From an optimization exercise on the open Yosys and OpenROAD flow, aimed at small area and a short achievable clock period; shortcuts taken in it are not production practice.

==> inputs of delta <==
==> flow/design.v <==
package cic_pkg;
  localparam int IN_WIDTH  = 18;
  localparam int OUT_WIDTH = 18;
  localparam int ACC_WIDTH = 42;
endpackage
module cic_round (
  input  logic [cic_pkg::ACC_WIDTH-1:0]  acc,
  input  logic [2:0]                     sel,
  output logic [cic_pkg::OUT_WIDTH-1:0]  slice,
  output logic                           rnd_bit
);
  always_comb begin
    case (sel)
      3'd0:    begin slice = acc[21:4];  rnd_bit = acc[3];  end
      3'd1:    begin slice = acc[25:8];  rnd_bit = acc[7];  end
      3'd2:    begin slice = acc[29:12]; rnd_bit = acc[11]; end
      3'd3:    begin slice = acc[33:16]; rnd_bit = acc[15]; end
      3'd4:    begin slice = acc[37:20]; rnd_bit = acc[19]; end
      default: begin slice = acc[41:24]; rnd_bit = acc[23]; end
    endcase
  end
endmodule
module cic_add #(
  parameter int W    = 42,
  parameter int KIND = 0
) (
  input  logic [W-1:0] a,
  input  logic [W-1:0] b,
  output logic [W-1:0] s
);
  localparam int L = $clog2(W);
  logic [W-1:0] g [0:2*L+1];
  logic [W-1:0] p [0:2*L+1];
  logic [W-1:0] p0;
  assign p0 = a ^ b;
  assign g[0] = a & b;
  assign p[0] = p0;
  generate
    if (KIND == 0) begin : g_sk
      for (genvar l = 0; l < L; l++) begin : lv
        for (genvar i = 0; i < W; i++) begin : bt
          if ((i >> l) & 1) begin : m
            localparam int J = ((i >> l) << l) - 1;
            assign g[l+1][i] = g[l][i] | (p[l][i] & g[l][J]);
            assign p[l+1][i] = p[l][i] & p[l][J];
          end else begin : k
            assign g[l+1][i] = g[l][i];
            assign p[l+1][i] = p[l][i];
          end
        end
      end
      assign s[0] = p0[0];
      assign s[W-1:1] = p0[W-1:1] ^ g[L][W-2:0];
    end else if (KIND == 1) begin : g_ks
      for (genvar l = 0; l < L; l++) begin : lv
        for (genvar i = 0; i < W; i++) begin : bt
          if (i >= (1 << l)) begin : m
            assign g[l+1][i] = g[l][i] | (p[l][i] & g[l][i-(1<<l)]);
            assign p[l+1][i] = p[l][i] & p[l][i-(1<<l)];
          end else begin : k
            assign g[l+1][i] = g[l][i];
            assign p[l+1][i] = p[l][i];
          end
        end
      end
      assign s[0] = p0[0];
      assign s[W-1:1] = p0[W-1:1] ^ g[L][W-2:0];
    end else if (KIND == 2) begin : g_bk
      for (genvar l = 0; l < L; l++) begin : up
        for (genvar i = 0; i < W; i++) begin : bt
          if ((i % (2 << l)) == (2 << l) - 1) begin : m
            assign g[l+1][i] = g[l][i] | (p[l][i] & g[l][i-(1<<l)]);
            assign p[l+1][i] = p[l][i] & p[l][i-(1<<l)];
          end else begin : k
            assign g[l+1][i] = g[l][i];
            assign p[l+1][i] = p[l][i];
          end
        end
      end
      for (genvar l = L - 2; l >= 0; l--) begin : dn
        for (genvar i = 0; i < W; i++) begin : bt
          if ((i % (2 << l)) == (1 << l) - 1 && i >= (2 << l)) begin : m
            assign g[2*L-1-l][i] = g[2*L-2-l][i] | (p[2*L-2-l][i] & g[2*L-2-l][i-(1<<l)]);
            assign p[2*L-1-l][i] = p[2*L-2-l][i] & p[2*L-2-l][i-(1<<l)];
          end else begin : k
            assign g[2*L-1-l][i] = g[2*L-2-l][i];
            assign p[2*L-1-l][i] = p[2*L-2-l][i];
          end
        end
      end
      assign s[0] = p0[0];
      assign s[W-1:1] = p0[W-1:1] ^ g[2*L-1][W-2:0];
    end else begin : g_hc
      for (genvar l = 0; l < L; l++) begin : lv
        for (genvar i = 0; i < W; i++) begin : bt
          if (l == 0 && (i % 2) == 1) begin : m0
            assign g[l+1][i] = g[l][i] | (p[l][i] & g[l][i-1]);
            assign p[l+1][i] = p[l][i] & p[l][i-1];
          end else if (l > 0 && (i % 2) == 1 && i >= (1 << l) + 1) begin : m
            assign g[l+1][i] = g[l][i] | (p[l][i] & g[l][i-(1<<l)]);
            assign p[l+1][i] = p[l][i] & p[l][i-(1<<l)];
          end else begin : k
            assign g[l+1][i] = g[l][i];
            assign p[l+1][i] = p[l][i];
          end
        end
      end
      for (genvar i = 0; i < W; i++) begin : ev
        if ((i % 2) == 0 && i >= 2) begin : m
          assign g[L+1][i] = g[L][i] | (p[L][i] & g[L][i-1]);
        end else begin : k
          assign g[L+1][i] = g[L][i];
        end
      end
      assign s[0] = p0[0];
      assign s[W-1:1] = p0[W-1:1] ^ g[L+1][W-2:0];
    end
  endgenerate
endmodule
module cic_interpolator (
  input  logic                clock,
  input  logic                reset_n,
  input  logic [5:0]          interpolation,
  input  logic                clear_underflow,
  output logic                underflow,
  input  logic                out_strobe,
  input  logic                in_valid,
  input  logic signed [17:0]  in_data,
  output logic                in_ready,
  output logic                out_valid,
  output logic signed [17:0]  out_data
);
  localparam int AW = cic_pkg::ACC_WIDTH;
  localparam int ADD_KIND = 0;
  logic [5:0]          phase_q;
  logic                phase_nz_q;
  logic signed [17:0]  comb_last0_q;
  logic signed [18:0]  comb1_q, comb_last1_q;
  logic signed [19:0]  comb2_q, comb_last2_q;
  logic signed [20:0]  comb3_q, comb_last3_q;
  logic signed [21:0]  comb4_q, comb_last4_q;
  logic signed [21:0]  integ1_q;
  logic [AW-1:0]       integ2_q, integ3_q, integ4_q, integ5_q;
  logic [17:0]         out_slice_q;
  logic                out_rnd_q;
  logic                out_valid_q;
  logic                underflow_q;
  logic                load_tick;
  logic                wrap;
  logic signed [17:0]  x;
  logic [2:0]          slice_sel;
  logic [AW-1:0]       sum2, sum3, sum4, sum5;
  logic [17:0]         slice;
  logic                rnd_bit;
  assign load_tick = out_strobe && !phase_nz_q;
  assign x         = in_valid ? in_data : 18'sd0;
  assign wrap      = ({1'b0, phase_q} + 7'd1) >= {1'b0, interpolation};
  always_comb begin
    if (interpolation < 6'd2 || interpolation > 6'd40) slice_sel = 3'd5;
    else if (interpolation <= 6'd2)  slice_sel = 3'd0;
    else if (interpolation <= 6'd4)  slice_sel = 3'd1;
    else if (interpolation <= 6'd8)  slice_sel = 3'd2;
    else if (interpolation <= 6'd16) slice_sel = 3'd3;
    else if (interpolation <= 6'd32) slice_sel = 3'd4;
    else                             slice_sel = 3'd5;
  end
  cic_add #(.W(AW), .KIND(ADD_KIND)) u_add2 (.a(integ2_q), .b(AW'(integ1_q)), .s(sum2));
  cic_add #(.W(AW), .KIND(ADD_KIND)) u_add3 (.a(integ3_q), .b(integ2_q), .s(sum3));
  cic_add #(.W(AW), .KIND(ADD_KIND)) u_add4 (.a(integ4_q), .b(integ3_q), .s(sum4));
  cic_add #(.W(AW), .KIND(ADD_KIND)) u_add5 (.a(integ5_q), .b(integ4_q), .s(sum5));
  cic_round u_round (
    .acc     (integ5_q),
    .sel     (slice_sel),
    .slice   (slice),
    .rnd_bit (rnd_bit)
  );
  always_ff @(posedge clock or negedge reset_n) begin
    if (!reset_n) begin
      phase_q      <= '0;
      phase_nz_q   <= 1'b0;
      comb_last0_q <= '0;
      comb1_q      <= '0;
      comb_last1_q <= '0;
      comb2_q      <= '0;
      comb_last2_q <= '0;
      comb3_q      <= '0;
      comb_last3_q <= '0;
      comb4_q      <= '0;
      comb_last4_q <= '0;
      integ1_q     <= '0;
      integ2_q     <= '0;
      integ3_q     <= '0;
      integ4_q     <= '0;
      integ5_q     <= '0;
      out_valid_q  <= 1'b0;
      underflow_q  <= 1'b0;
    end else begin
      if (out_strobe) begin
        phase_q      <= wrap ? 6'd0 : phase_q + 6'd1;
        phase_nz_q   <= !wrap;
        integ2_q     <= sum2;
        integ3_q     <= sum3;
        integ4_q     <= sum4;
        integ5_q     <= sum5;
      end
      if (load_tick) begin
        comb_last0_q <= x;
        comb1_q      <= x - comb_last0_q;
        comb_last1_q <= comb1_q;
        comb2_q      <= comb1_q - comb_last1_q;
        comb_last2_q <= comb2_q;
        comb3_q      <= comb2_q - comb_last2_q;
        comb_last3_q <= comb3_q;
        comb4_q      <= comb3_q - comb_last3_q;
        comb_last4_q <= comb4_q;
        integ1_q     <= comb_last4_q;
      end
      out_valid_q <= out_strobe;
      if (load_tick && !in_valid) underflow_q <= 1'b1;
      else if (clear_underflow)   underflow_q <= 1'b0;
    end
  end
  always_ff @(posedge clock) begin
    out_slice_q <= slice;
    out_rnd_q   <= rnd_bit;
  end
  assign in_ready  = load_tick;
  assign out_valid = out_valid_q;
  assign out_data  = out_slice_q + 18'(out_rnd_q);
  assign underflow = underflow_q;
endmodule
==> flow/run.sh <==
#!/bin/bash
# synth_recipe.tcl (not shown) runs the flow's synth.tcl, then flattens the netlist and writes it again
# the make line also repeats each setting of config.mk as NAME=value (left out here)
make -C /OpenROAD-flow-scripts/flow DESIGN_CONFIG=/design/flow/config.mk WORK_HOME=/design/flow/orfs CLKGATE_MAP_FILE= SYNTH_SCRIPT=/design/flow/synth_recipe.tcl finish
==> flow/config.mk <==
export PLATFORM = sky130hd
export DESIGN_NAME = cic_interpolator
export DESIGN_NICKNAME = cic_interpolator
export VERILOG_FILES = /design/flow/design.v
export SDC_FILE = /design/flow/constraint.sdc
export NUM_CORES = 4
export LEC_CHECK = 0
export CAP_MARGIN = 20
export CORE_MARGIN = 2
export CORE_UTILIZATION = 40
export PLACE_DENSITY = 0.6
export SETUP_SLACK_MARGIN = 3.2
export SLEW_MARGIN = 20
==> flow/constraint.sdc <==
create_clock -name core_clock -period 6.5 [get_ports {clock}]
set_input_delay 1.3000 -clock core_clock [delete_from_list [all_inputs] [get_ports {clock}]]
set_output_delay 1.3000 -clock core_clock [all_outputs]
set_load 0.01 [all_outputs]
==> pepper (differences from delta) <==
==> flow/design.v, changed modules only <==
module cic_add #(
  parameter int W    = 42,
  parameter int KIND = 0
) (
  input  logic [W-1:0] a,
  input  logic [W-1:0] b,
  input  logic         ci,
  output logic [W-1:0] s
);
  localparam int L = $clog2(W);
  logic [W-1:0] g [0:2*L+1];
  logic [W-1:0] p [0:2*L+1];
  logic [W-1:0] p0;
  assign p0 = a ^ b;
  assign g[0] = {a[W-1:1] & b[W-1:1], (a[0] & b[0]) | (p0[0] & ci)};
  assign p[0] = p0;
  generate
    if (KIND == 0) begin : g_sk
      for (genvar l = 0; l < L; l++) begin : lv
        for (genvar i = 0; i < W; i++) begin : bt
          if ((i >> l) & 1) begin : m
            localparam int J = ((i >> l) << l) - 1;
            assign g[l+1][i] = g[l][i] | (p[l][i] & g[l][J]);
            assign p[l+1][i] = p[l][i] & p[l][J];
          end else begin : k
            assign g[l+1][i] = g[l][i];
            assign p[l+1][i] = p[l][i];
          end
        end
      end
      assign s[0] = p0[0] ^ ci;
      assign s[W-1:1] = p0[W-1:1] ^ g[L][W-2:0];
    end else if (KIND == 1) begin : g_ks
      for (genvar l = 0; l < L; l++) begin : lv
        for (genvar i = 0; i < W; i++) begin : bt
          if (i >= (1 << l)) begin : m
            assign g[l+1][i] = g[l][i] | (p[l][i] & g[l][i-(1<<l)]);
            assign p[l+1][i] = p[l][i] & p[l][i-(1<<l)];
          end else begin : k
            assign g[l+1][i] = g[l][i];
            assign p[l+1][i] = p[l][i];
          end
        end
      end
      assign s[0] = p0[0] ^ ci;
      assign s[W-1:1] = p0[W-1:1] ^ g[L][W-2:0];
    end else if (KIND == 2) begin : g_bk
      for (genvar l = 0; l < L; l++) begin : up
        for (genvar i = 0; i < W; i++) begin : bt
          if ((i % (2 << l)) == (2 << l) - 1) begin : m
            assign g[l+1][i] = g[l][i] | (p[l][i] & g[l][i-(1<<l)]);
            assign p[l+1][i] = p[l][i] & p[l][i-(1<<l)];
          end else begin : k
            assign g[l+1][i] = g[l][i];
            assign p[l+1][i] = p[l][i];
          end
        end
      end
      for (genvar l = L - 2; l >= 0; l--) begin : dn
        for (genvar i = 0; i < W; i++) begin : bt
          if ((i % (2 << l)) == (1 << l) - 1 && i >= (2 << l)) begin : m
            assign g[2*L-1-l][i] = g[2*L-2-l][i] | (p[2*L-2-l][i] & g[2*L-2-l][i-(1<<l)]);
            assign p[2*L-1-l][i] = p[2*L-2-l][i] & p[2*L-2-l][i-(1<<l)];
          end else begin : k
            assign g[2*L-1-l][i] = g[2*L-2-l][i];
            assign p[2*L-1-l][i] = p[2*L-2-l][i];
          end
        end
      end
      assign s[0] = p0[0] ^ ci;
      assign s[W-1:1] = p0[W-1:1] ^ g[2*L-1][W-2:0];
    end else begin : g_hc
      for (genvar l = 0; l < L; l++) begin : lv
        for (genvar i = 0; i < W; i++) begin : bt
          if (l == 0 && (i % 2) == 1) begin : m0
            assign g[l+1][i] = g[l][i] | (p[l][i] & g[l][i-1]);
            assign p[l+1][i] = p[l][i] & p[l][i-1];
          end else if (l > 0 && (i % 2) == 1 && i >= (1 << l) + 1) begin : m
            assign g[l+1][i] = g[l][i] | (p[l][i] & g[l][i-(1<<l)]);
            assign p[l+1][i] = p[l][i] & p[l][i-(1<<l)];
          end else begin : k
            assign g[l+1][i] = g[l][i];
            assign p[l+1][i] = p[l][i];
          end
        end
      end
      for (genvar i = 0; i < W; i++) begin : ev
        if ((i % 2) == 0 && i >= 2) begin : m
          assign g[L+1][i] = g[L][i] | (p[L][i] & g[L][i-1]);
        end else begin : k
          assign g[L+1][i] = g[L][i];
        end
      end
      assign s[0] = p0[0] ^ ci;
      assign s[W-1:1] = p0[W-1:1] ^ g[L+1][W-2:0];
    end
  endgenerate
endmodule
module cic_interpolator (
  input  logic                clock,
  input  logic                reset_n,
  input  logic [5:0]          interpolation,
  input  logic                clear_underflow,
  output logic                underflow,
  input  logic                out_strobe,
  input  logic                in_valid,
  input  logic signed [17:0]  in_data,
  output logic                in_ready,
  output logic                out_valid,
  output logic signed [17:0]  out_data
);
  localparam int AW   = cic_pkg::ACC_WIDTH;
  localparam int KIND = 0;
  logic [5:0]          phase_q;
  logic                phase_nz_q;
  logic [17:0]         comb_last0_q;
  logic [18:0]         comb1_q, comb_last1_q;
  logic [19:0]         comb2_q, comb_last2_q;
  logic [20:0]         comb3_q, comb_last3_q;
  logic [21:0]         comb4_q, comb_last4_q;
  logic [21:0]         integ1_q;
  logic [AW-1:0]       integ2_q, integ3_q, integ4_q, integ5_q;
  logic [17:0]         out_slice_q;
  logic                out_rnd_q;
  logic                out_valid_q;
  logic                underflow_q;
  logic                load_tick;
  logic                wrap;
  logic [17:0]         x;
  logic [18:0]         comb1_d;
  logic [19:0]         comb2_d;
  logic [20:0]         comb3_d;
  logic [21:0]         comb4_d;
  logic [AW-1:0]       sum2, sum3, sum4, sum5;
  logic [2:0]          slice_sel;
  logic [17:0]         slice;
  logic                rnd_bit;
  assign load_tick = out_strobe && !phase_nz_q;
  assign x         = in_valid ? in_data : 18'd0;
  assign wrap      = ({1'b0, phase_q} + 7'd1) >= {1'b0, interpolation};
  cic_add #(.W(19), .KIND(KIND)) u_comb1 (
    .a({x[17], x}), .b(~{comb_last0_q[17], comb_last0_q}), .ci(1'b1), .s(comb1_d));
  cic_add #(.W(20), .KIND(KIND)) u_comb2 (
    .a({comb1_q[18], comb1_q}), .b(~{comb_last1_q[18], comb_last1_q}), .ci(1'b1), .s(comb2_d));
  cic_add #(.W(21), .KIND(KIND)) u_comb3 (
    .a({comb2_q[19], comb2_q}), .b(~{comb_last2_q[19], comb_last2_q}), .ci(1'b1), .s(comb3_d));
  cic_add #(.W(22), .KIND(KIND)) u_comb4 (
    .a({comb3_q[20], comb3_q}), .b(~{comb_last3_q[20], comb_last3_q}), .ci(1'b1), .s(comb4_d));
  cic_add #(.W(AW), .KIND(KIND)) u_add2 (
    .a(integ2_q), .b({{(AW-22){integ1_q[21]}}, integ1_q}), .ci(1'b0), .s(sum2));
  cic_add #(.W(AW), .KIND(KIND)) u_add3 (.a(integ3_q), .b(integ2_q), .ci(1'b0), .s(sum3));
  cic_add #(.W(AW), .KIND(KIND)) u_add4 (.a(integ4_q), .b(integ3_q), .ci(1'b0), .s(sum4));
  cic_add #(.W(AW), .KIND(KIND)) u_add5 (.a(integ5_q), .b(integ4_q), .ci(1'b0), .s(sum5));
  always_comb begin
    if (interpolation < 6'd2 || interpolation > 6'd40) slice_sel = 3'd5;
    else if (interpolation <= 6'd2)  slice_sel = 3'd0;
    else if (interpolation <= 6'd4)  slice_sel = 3'd1;
    else if (interpolation <= 6'd8)  slice_sel = 3'd2;
    else if (interpolation <= 6'd16) slice_sel = 3'd3;
    else if (interpolation <= 6'd32) slice_sel = 3'd4;
    else                             slice_sel = 3'd5;
  end
  cic_round u_round (
    .acc     (integ5_q),
    .sel     (slice_sel),
    .slice   (slice),
    .rnd_bit (rnd_bit)
  );
  always_ff @(posedge clock or negedge reset_n) begin
    if (!reset_n) begin
      phase_q      <= '0;
      phase_nz_q   <= 1'b0;
      comb_last0_q <= '0;
      comb1_q      <= '0;
      comb_last1_q <= '0;
      comb2_q      <= '0;
      comb_last2_q <= '0;
      comb3_q      <= '0;
      comb_last3_q <= '0;
      comb4_q      <= '0;
      comb_last4_q <= '0;
      integ1_q     <= '0;
      integ2_q     <= '0;
      integ3_q     <= '0;
      integ4_q     <= '0;
      integ5_q     <= '0;
      out_valid_q  <= 1'b0;
      underflow_q  <= 1'b0;
    end else begin
      if (out_strobe) begin
        phase_q    <= wrap ? 6'd0 : phase_q + 6'd1;
        phase_nz_q <= !wrap;
        integ2_q   <= sum2;
        integ3_q   <= sum3;
        integ4_q   <= sum4;
        integ5_q   <= sum5;
      end
      if (load_tick) begin
        comb_last0_q <= x;
        comb1_q      <= comb1_d;
        comb_last1_q <= comb1_q;
        comb2_q      <= comb2_d;
        comb_last2_q <= comb2_q;
        comb3_q      <= comb3_d;
        comb_last3_q <= comb3_q;
        comb4_q      <= comb4_d;
        comb_last4_q <= comb4_q;
        integ1_q     <= comb_last4_q;
      end
      out_valid_q <= out_strobe;
      if (load_tick && !in_valid) underflow_q <= 1'b1;
      else if (clear_underflow)   underflow_q <= 1'b0;
    end
  end
  always_ff @(posedge clock) begin
    out_slice_q <= slice;
    out_rnd_q   <= rnd_bit;
  end
  assign in_ready  = load_tick;
  assign out_valid = out_valid_q;
  assign out_data  = out_slice_q + 18'(out_rnd_q);
  assign underflow = underflow_q;
endmodule
CORE_UTILIZATION = 60   (was 40)
CTS_BUF_LIST = sky130_fd_sc_hd__clkbuf_8   (was not set)
CTS_CLUSTER_SIZE = 30   (was not set)
PLACE_DENSITY = 0.7   (was 0.6)
==> metrics.md <==
| Metric | Value |
|---|---|
| Total track usage | `approximately 18%` |
| Post-Layout Inst Area | `around 30000 µm²` |
| Status | `finished clean` |
| Worst slew pin tran | `0.981 ns` |
| Fillers | `5858` |
| Die Wd | `256 µm` |
Source of the figures above: delta

==> metrics.md <==
| Metric | Value |
|---|---|
| Status | `finished clean` |
| Total track usage | `between 20% and 30%` |
| Die Wd | `209 µm` |
| Fillers | `approximately 3200` |
| Post-Layout Inst Area | `a little under 30000 µm²` |
| Worst slew pin tran | `about 0.86 ns` |
Source of the figures above: pepper

No functional check of the RTL was part of any run of this note.

## re-timing with driven ports
No port has a modelled driver above. Below, the same layouts with a new extraction and two added sets of constraints. Step 1 assumes that a clkbuf_16 drives the clock port and a buf_2 every other input. Step 2 also shifts input and output timing later by t, the mid clock arrival at the registers, as if the neighbouring blocks saw the same clock. Three values: ideal ports, drivers, drivers and shift; two values: the first two.
run	shift t [ns]	slack for setup (ns)	clock arrival spread, ns	worst register clock-pin slew, ns	worst data-port slew with drivers (ns)
delta	0.641	2.970 / 2.970 / 2.359	0.023 / 0.022	0.06 / 0.06	0.18
pepper	0.673	2.995 / 2.939 / 2.392	0.029 / 0.029	0.07 / 0.07	0.17
After both steps every run listed still meets setup and hold. For delta, which loses most, drivers alone change the setup slack by 0.000 ns; drivers and shift together by -0.611 ns.
